Context: an optimization exercise on an open-source flow, tuned for small area. The choices shown serve that exercise and are no tape-out recipe. Function was checked by simulation only, so behaviour that the tests miss may differ from the original.

--- design.v ---
module sad_min_search #(
   parameter int PIX_W = 8,
   parameter int LANES = 32,
   parameter int BEATS = 32,
   parameter int IDX_W = 16,
   localparam int SAD_W = PIX_W + $clog2(LANES * BEATS)
) (
   input  logic                   Bus2IP_Clk,
   input  logic                   Bus2IP_Reset,
   input  logic                   clr,
   input  logic                   in_valid,
   input  logic [PIX_W*LANES-1:0] in_face,
   input  logic [PIX_W*LANES-1:0] in_group,
   output logic                   sad_valid,
   output logic [SAD_W-1:0]       sad_out,
   output logic [IDX_W-1:0]       sad_idx,
   output logic                   best_valid,
   output logic [SAD_W-1:0]       best_sad,
   output logic [IDX_W-1:0]       best_idx
);
   localparam int LV    = $clog2(LANES);
   localparam int ROW_W = PIX_W + LV;
   localparam int CNT_W = (BEATS > 1) ? $clog2(BEATS) : 1;
   localparam logic [CNT_W-1:0] CNT_ZERO  = {CNT_W{1'b0}};
   localparam logic [CNT_W-1:0] CNT_ONE   = CNT_W'(1'b1);
   localparam logic [CNT_W-1:0] LAST_BEAT = CNT_W'(BEATS - 1);
   localparam logic [SAD_W-1:0] SAD_ZERO  = {SAD_W{1'b0}};
   localparam logic [SAD_W-1:0] SAD_ONES  = {SAD_W{1'b1}};
   localparam logic [IDX_W-1:0] IDX_ZERO  = {IDX_W{1'b0}};
   localparam logic [IDX_W-1:0] IDX_ONE   = IDX_W'(1'b1);
   function automatic logic [PIX_W-1:0] abs_diff(input logic [PIX_W-1:0] a,
                                                 input logic [PIX_W-1:0] b);
      logic [PIX_W:0] d_ab;
      logic [PIX_W:0] d_ba;
      d_ab = {1'b0, a} - {1'b0, b};
      d_ba = {1'b0, b} - {1'b0, a};
      if (d_ab[PIX_W]) begin
         abs_diff = d_ba[PIX_W-1:0];
      end else begin
         abs_diff = d_ab[PIX_W-1:0];
      end
   endfunction
   logic [CNT_W-1:0] beat_cnt_q, beat_cnt_d;
   logic [PIX_W-1:0] abs_q [LANES];
   logic [PIX_W-1:0] abs_d [LANES];
   logic             s1_valid_q, s1_valid_d, s1_last_q, s1_last_d, s1_first_q, s1_first_d;
   logic [ROW_W-1:0] row_sum;
   logic [ROW_W-1:0] row_q, row_d;
   logic             s2_valid_q, s2_valid_d, s2_last_q, s2_last_d, s2_first_q, s2_first_d;
   logic [SAD_W-1:0] acc_q, acc_d;
   logic             done_q, done_d;
   logic [IDX_W-1:0] cand_q, cand_d;
   logic             sad_valid_q, sad_valid_d;
   logic [SAD_W-1:0] sad_out_q, sad_out_d;
   logic [IDX_W-1:0] sad_idx_q, sad_idx_d;
   logic             best_valid_q, best_valid_d;
   logic [SAD_W-1:0] best_sad_q, best_sad_d;
   logic [IDX_W-1:0] best_idx_q, best_idx_d;
   for (genvar l = 0; l <= LV; l++) begin : tree_g
      logic [PIX_W+l-1:0] node [LANES>>l];
      if (l == 0) begin : leaf_g
         for (genvar j = 0; j < LANES; j++) begin : lane_g
            assign node[j] = abs_q[j];
         end
      end else begin : sum_g
         for (genvar j = 0; j < (LANES >> l); j++) begin : pair_g
            assign node[j] = {1'b0, tree_g[l-1].node[2*j]} + {1'b0, tree_g[l-1].node[2*j+1]};
         end
      end
   end
   assign row_sum = tree_g[LV].node[0];
   always_comb begin
      beat_cnt_d   = beat_cnt_q;
      for (int k = 0; k < LANES; k++) begin
         abs_d[k] = abs_diff(in_face[k*PIX_W +: PIX_W], in_group[k*PIX_W +: PIX_W]);
      end
      s1_valid_d   = in_valid;
      s1_last_d    = (beat_cnt_q == LAST_BEAT);
      s1_first_d   = (beat_cnt_q == CNT_ZERO);
      row_d        = row_sum;
      s2_valid_d   = s1_valid_q;
      s2_last_d    = s1_last_q;
      s2_first_d   = s1_first_q;
      acc_d        = acc_q;
      done_d       = s2_valid_q & s2_last_q;
      cand_d       = cand_q;
      sad_valid_d  = done_q;
      sad_out_d    = sad_out_q;
      sad_idx_d    = sad_idx_q;
      best_valid_d = best_valid_q;
      best_sad_d   = best_sad_q;
      best_idx_d   = best_idx_q;
      if (clr) begin
         beat_cnt_d   = CNT_ZERO;
         s1_valid_d   = 1'b0;
         s2_valid_d   = 1'b0;
         done_d       = 1'b0;
         acc_d        = SAD_ZERO;
         cand_d       = IDX_ZERO;
         sad_valid_d  = 1'b0;
         best_valid_d = 1'b0;
         best_sad_d   = SAD_ONES;
         best_idx_d   = IDX_ZERO;
      end else begin
         if (in_valid) begin
            beat_cnt_d = s1_last_d ? CNT_ZERO : (beat_cnt_q + CNT_ONE);
         end else begin
            beat_cnt_d = beat_cnt_q;
         end
         if (s2_valid_q) begin
            acc_d = (s2_first_q ? SAD_ZERO : acc_q) + SAD_W'(row_q);
         end else begin
            acc_d = acc_q;
         end
         if (done_q) begin
            sad_out_d = acc_q;
            sad_idx_d = cand_q;
            cand_d    = cand_q + IDX_ONE;
            if (!best_valid_q || (acc_q < best_sad_q)) begin
               best_valid_d = 1'b1;
               best_sad_d   = acc_q;
               best_idx_d   = cand_q;
            end else begin
               best_valid_d = best_valid_q;
            end
         end else begin
            cand_d = cand_q;
         end
      end
   end
   always_ff @(posedge Bus2IP_Clk) begin
      if (Bus2IP_Reset) begin
         beat_cnt_q <= CNT_ZERO;
         for (int k = 0; k < LANES; k++) begin
            abs_q[k] <= {PIX_W{1'b0}};
         end
         s1_valid_q   <= 1'b0;
         s1_last_q    <= 1'b0;
         s1_first_q   <= 1'b0;
         row_q        <= {ROW_W{1'b0}};
         s2_valid_q   <= 1'b0;
         s2_last_q    <= 1'b0;
         s2_first_q   <= 1'b0;
         acc_q        <= SAD_ZERO;
         done_q       <= 1'b0;
         cand_q       <= IDX_ZERO;
         sad_valid_q  <= 1'b0;
         sad_out_q    <= SAD_ZERO;
         sad_idx_q    <= IDX_ZERO;
         best_valid_q <= 1'b0;
         best_sad_q   <= SAD_ONES;
         best_idx_q   <= IDX_ZERO;
      end else begin
         beat_cnt_q   <= beat_cnt_d;
         for (int k = 0; k < LANES; k++) begin
            abs_q[k] <= abs_d[k];
         end
         s1_valid_q   <= s1_valid_d;
         s1_last_q    <= s1_last_d;
         s1_first_q   <= s1_first_d;
         row_q        <= row_d;
         s2_valid_q   <= s2_valid_d;
         s2_last_q    <= s2_last_d;
         s2_first_q   <= s2_first_d;
         acc_q        <= acc_d;
         done_q       <= done_d;
         cand_q       <= cand_d;
         sad_valid_q  <= sad_valid_d;
         sad_out_q    <= sad_out_d;
         sad_idx_q    <= sad_idx_d;
         best_valid_q <= best_valid_d;
         best_sad_q   <= best_sad_d;
         best_idx_q   <= best_idx_d;
      end
   end
   assign sad_valid  = sad_valid_q;
   assign sad_out    = sad_out_q;
   assign sad_idx    = sad_idx_q;
   assign best_valid = best_valid_q;
   assign best_sad   = best_sad_q;
   assign best_idx   = best_idx_q;
endmodule
--- run.sh ---
#!/bin/bash
# synth_recipe.tcl (not shown) runs the flow's synth.tcl, then flattens the netlist and writes it again
# the make line also repeats each setting of config.mk as NAME=value (left out here)
make -C /OpenROAD-flow-scripts/flow DESIGN_CONFIG=/design/flow/config.mk WORK_HOME=/design/flow/orfs CLKGATE_MAP_FILE= SYNTH_SCRIPT=/design/flow/synth_recipe.tcl finish
--- config.mk ---
export PLATFORM = sky130hd
export DESIGN_NAME = sad_min_search
export DESIGN_NICKNAME = sad_min_search
export VERILOG_FILES = /design/flow/design.v
export SDC_FILE = /design/flow/constraint.sdc
export NUM_CORES = 4
export LEC_CHECK = 0
export CAP_MARGIN = 20
export CORE_MARGIN = 2
export CORE_UTILIZATION = 40
export PLACE_DENSITY = 0.6
export SLEW_MARGIN = 20
--- constraint.sdc ---
create_clock -name core_clock -period 7.0 [get_ports {Bus2IP_Clk}]
set_input_delay 1.4000 -clock core_clock [delete_from_list [all_inputs] [get_ports {Bus2IP_Clk}]]
set_output_delay 1.4000 -clock core_clock [all_outputs]
set_load 0.01 [all_outputs]
==> results.txt <==
## cells by family after synthesis
group / Yosys count
and+or+nand+nor: 1185
DFF: 385
xor gates and xnor gates: 88
adders and majority gates: 850
buffers and inverters: 1028
AOI/OAI and AO/OA: 913
muxes: 279
## cell type report
type / count / area share [%]
multi-input cells: 3315 / 58.66
flip-flops and latches: 385 / 15.69
repair buffers: 594 / 12.10
inverters: 925 / 7.069
well taps: 1298 / 3.307
clock buffers: 63 / 2.698
clock inverters: 17 / 0.4483
diodes: 6 / 0.03057
## how the worst min path moves through the flow
stage                     cells past startpoint       start  slack, ns    endpoint
after floorplan                               1  s1_valid_q       0.41  s2_valid_q
after global placement                        1  s1_valid_q       0.41  s2_valid_q
after detailed placement                      1  s1_valid_q       0.41  s2_valid_q
after CTS                                     1  s1_valid_q       0.43  s2_valid_q
after global routing                          1   s1_last_q       0.46   s2_last_q
final                                         1  s1_valid_q       0.42  s2_valid_q
## metal layers
metal | wire (µm) | GRT usage, % | share of wire (%)
met5 | 59 | 0 | 0.051
met4 | 1927 | 4.247 | 1.7
met3 | 4477 | 2.804 | 3.9
met2 | 58180 | 40.32 | 51
met1 | 50220 | 27.49 | 44
## flip-flops by register name, summed over array words and instances (netlist names), 5 cells and up
register and cells:
best_sad_q 18, row_q 13, sad_idx_q 16, best_idx_q 16, acc_q 18, sad_out_q 18
cand_q 16, beat_cnt_q 5, abs_q 256
## placed cells by master, fill, tap and decap left out, types with 68 or more instances in the layout
| master | n |
|---|---|
| a21o_1 | 115 |
| a21oi_1 | 274 |
| clkdlybuf4s50_1 | 584 |
| dfxtp_1 | 385 |
| fa_1 | 299 |
| ha_1 | 551 |
| inv_1 | 924 |
| mux2i_1 | 153 |
| nand2_1 | 179 |
| nor2_1 | 372 |
| nor2b_1 | 185 |
| nor3_1 | 104 |
| o21ai_0 | 186 |
| or3_1 | 68 |
==> results.sh <==
export IMPL_rsz0062_at_grt="false"
export IMPL_synth_mux_area_share_pct=7.331
export IMPL_cts_sinks=385
export IMPL_synth_cells=4728
export IMPL_r2r_slack_ns=0.60
export IMPL_relSlewSlack_pct=30.91
export IMPL_crit_type="flip-flop to flip-flop"
export IMPL_grt_pass1_vias=33140
export IMPL_dpl_instance_area_mm2=0.04756
export IMPL_numCtsBuffers=46
export IMPL_synth_top_area_share_pct=19.08
export IMPL_seq_area_frac_synth_pct=19.08
export IMPL_yosys_area_share_simple_pct=14.71
export IMPL_track_usage_pct=21.99
export IMPL_yosys_top_cells_count="inv_1, ha_1, dfxtp_1"
export IMPL_r2r_worst_path_cells=23
export IMPL_finalCriticalPeriod_ns=6.404
export IMPL_dp_hpwl_um=98570
export IMPL_critPathBufInv=7
export IMPL_n_fill_cell=9686
export IMPL_nNetsFinal=6633
export IMPL_cts_tree="yes"
export IMPL_crit_fanout=3
export IMPL_synth_edff_count=0
export IMPL_viasPerCell=4.994
export IMPL_drive_gt1_share_pct=4.454
export IMPL_antenna_found_initial=10
export IMPL_numPortBuffers=585
export IMPL_clock_latency_ns=0.60
export IMPL_cts_buffer_depth=3
export IMPL_fmaxAchievable_mhz=156.1
export IMPL_setup_ws_ns=0.5957
export IMPL_dp_cells=6517
export IMPL_worst_path_stages=23
export IMPL_max_stage_delay_ns=0.55
export IMPL_critPathLaunchType="flip-flop"
export IMPL_grt_ovfl_total=0
export IMPL_crit_path_end="row_q[12]"
export IMPL_drt_wl_total_um=114900
export IMPL_ys_types=72
export IMPL_cpMostUsedCell="fa_1"
export IMPL_final_max_slew_viol_count=0
export IMPL_yosys_area_share_adder_pct=31.88
export IMPL_synthXorXnorAreaFrac_pct=1.908
export IMPL_yosys_area_top_type="dfxtp_1"
export IMPL_multi_input_area_mm2=0.02881
export IMPL_yosysWarningCount=9
export IMPL_hold_viol=0
export IMPL_die_x_um=321.8
export IMPL_detail_route_wl_per_cell_um=17.40
export IMPL_coreArea_mm2=0.1001
export IMPL_synth_area_mm2=0.04040
export IMPL_num_vias=32980
export IMPL_timing_rr_start="abs_q[24][2]"
export IMPL_synth_top_family_by_area="adder cells"
export IMPL_setup_worst_path_start="abs_q[24][2]"
export IMPL_post_cts_resized=0
export IMPL_initial_core_util_pct=40.34
export IMPL_drc=0
export IMPL_cts_setup_buffers=0
export IMPL_finalCritPeriodShare_pct=91.49
export IMPL_syn_avg_cell_area_um2=8.544
export IMPL_drv_cap=0
export IMPL_crit_slowest_cell="fa_1"
export IMPL_die_area_mm2=0.1036
export IMPL_drtPass1Iterations=5
export IMPL_gp_congestion=0.8781
export IMPL_synth_most_common_cell="inv_1"
export IMPL_holdWs_ns=0.4237
export IMPL_worst_pin_slew_ns=1.036
export IMPL_grt_max_degree=139
export IMPL_synth_compound_area_share_pct=15.47
export IMPL_rr_endpoint="row_q[12]"
export IMPL_arrival_ns=6.86
export IMPL_antenna_left=0
export IMPL_stdcell_area_mm2=0.04912
export IMPL_status="complete, no violations"
export IMPL_area_delta_synth_final_pct=21.58
export IMPL_dr_first_iter_drc_count=1259
export IMPL_htreeDepth=2
export IMPL_seqCellArea_mm2=0.007707
export IMPL_crit_path_cell_trace="inv_1, fa_1, inv_1, fa_1, fa_1, inv_1, fa_1, inv_1, fa_1, inv_1, fa_1, fa_1, fa_1, inv_1, ha_1, inv_1, fa_1, nor2b_1, o31a_1, o41ai_1, o21ai_0, xor2_1, nor2_1"
export IMPL_synth_top_cells_by_area="dfxtp_1, ha_1, fa_1"
export IMPL_finClkSkew_ns=0.04337
export IMPL_critPathTopFamily="adder cells"
export IMPL_endpoint_kind="flip-flop"
export IMPL_row_count=116
export IMPL_dp_slack_ns=0.5669
export IMPL_worstPathRequired_ns=7.46
export IMPL_finalNonFillerCells=6603
export IMPL_fin_util_pct=49.04
export IMPL_synth_fp_nets=6094
export IMPL_hp_class="flip-flop to flip-flop"
export IMPL_clockRootBuffer="clkbuf_16"
export IMPL_die_h_um=321.8
export IMPL_synthFlopType="dfxtp_1"
export IMPL_fin_tns_setup_ns=0
export IMPL_finalSetupViolCount=0
export IMPL_clk_pin_slew_ns=0.06
export IMPL_ys_ff_latch=385
export IMPL_io_pins=586
export IMPL_holdBufCountCts=0
export IMPL_synthArstFlopShare_pct=0
export IMPL_grt_pass1_wl_um=181200

==> what the ideal ports hide <==
The flow's constraints put no driver on any port. The routed layout listed below was extracted and timed again, unchanged, in two steps.
Step 1 sets driving cells, clkbuf_16 on the clock port and buf_2 on the other inputs (assumed; they add their load-dependent delay and slew).
Step 2 adds t to the input delays and takes it off the output delays; t is the mean of the earliest and latest rising clock arrival at the registers after step 1. Input paths then give back, and output paths get back, about the clock's delay inside the block.
Slacks: ideal ports / drivers / drivers and shift; pairs: ideal ports / drivers.
shift t [ns]: 0.642
setup WS [ns]: 0.596 / 0.596 / 0.596
hold slack, ns: 0.424 / 0.424 / 0.424
After both steps this run still meets setup and hold. The setup slack of this run moves by 0.000 ns with the drivers and by 0.000 ns with both steps.
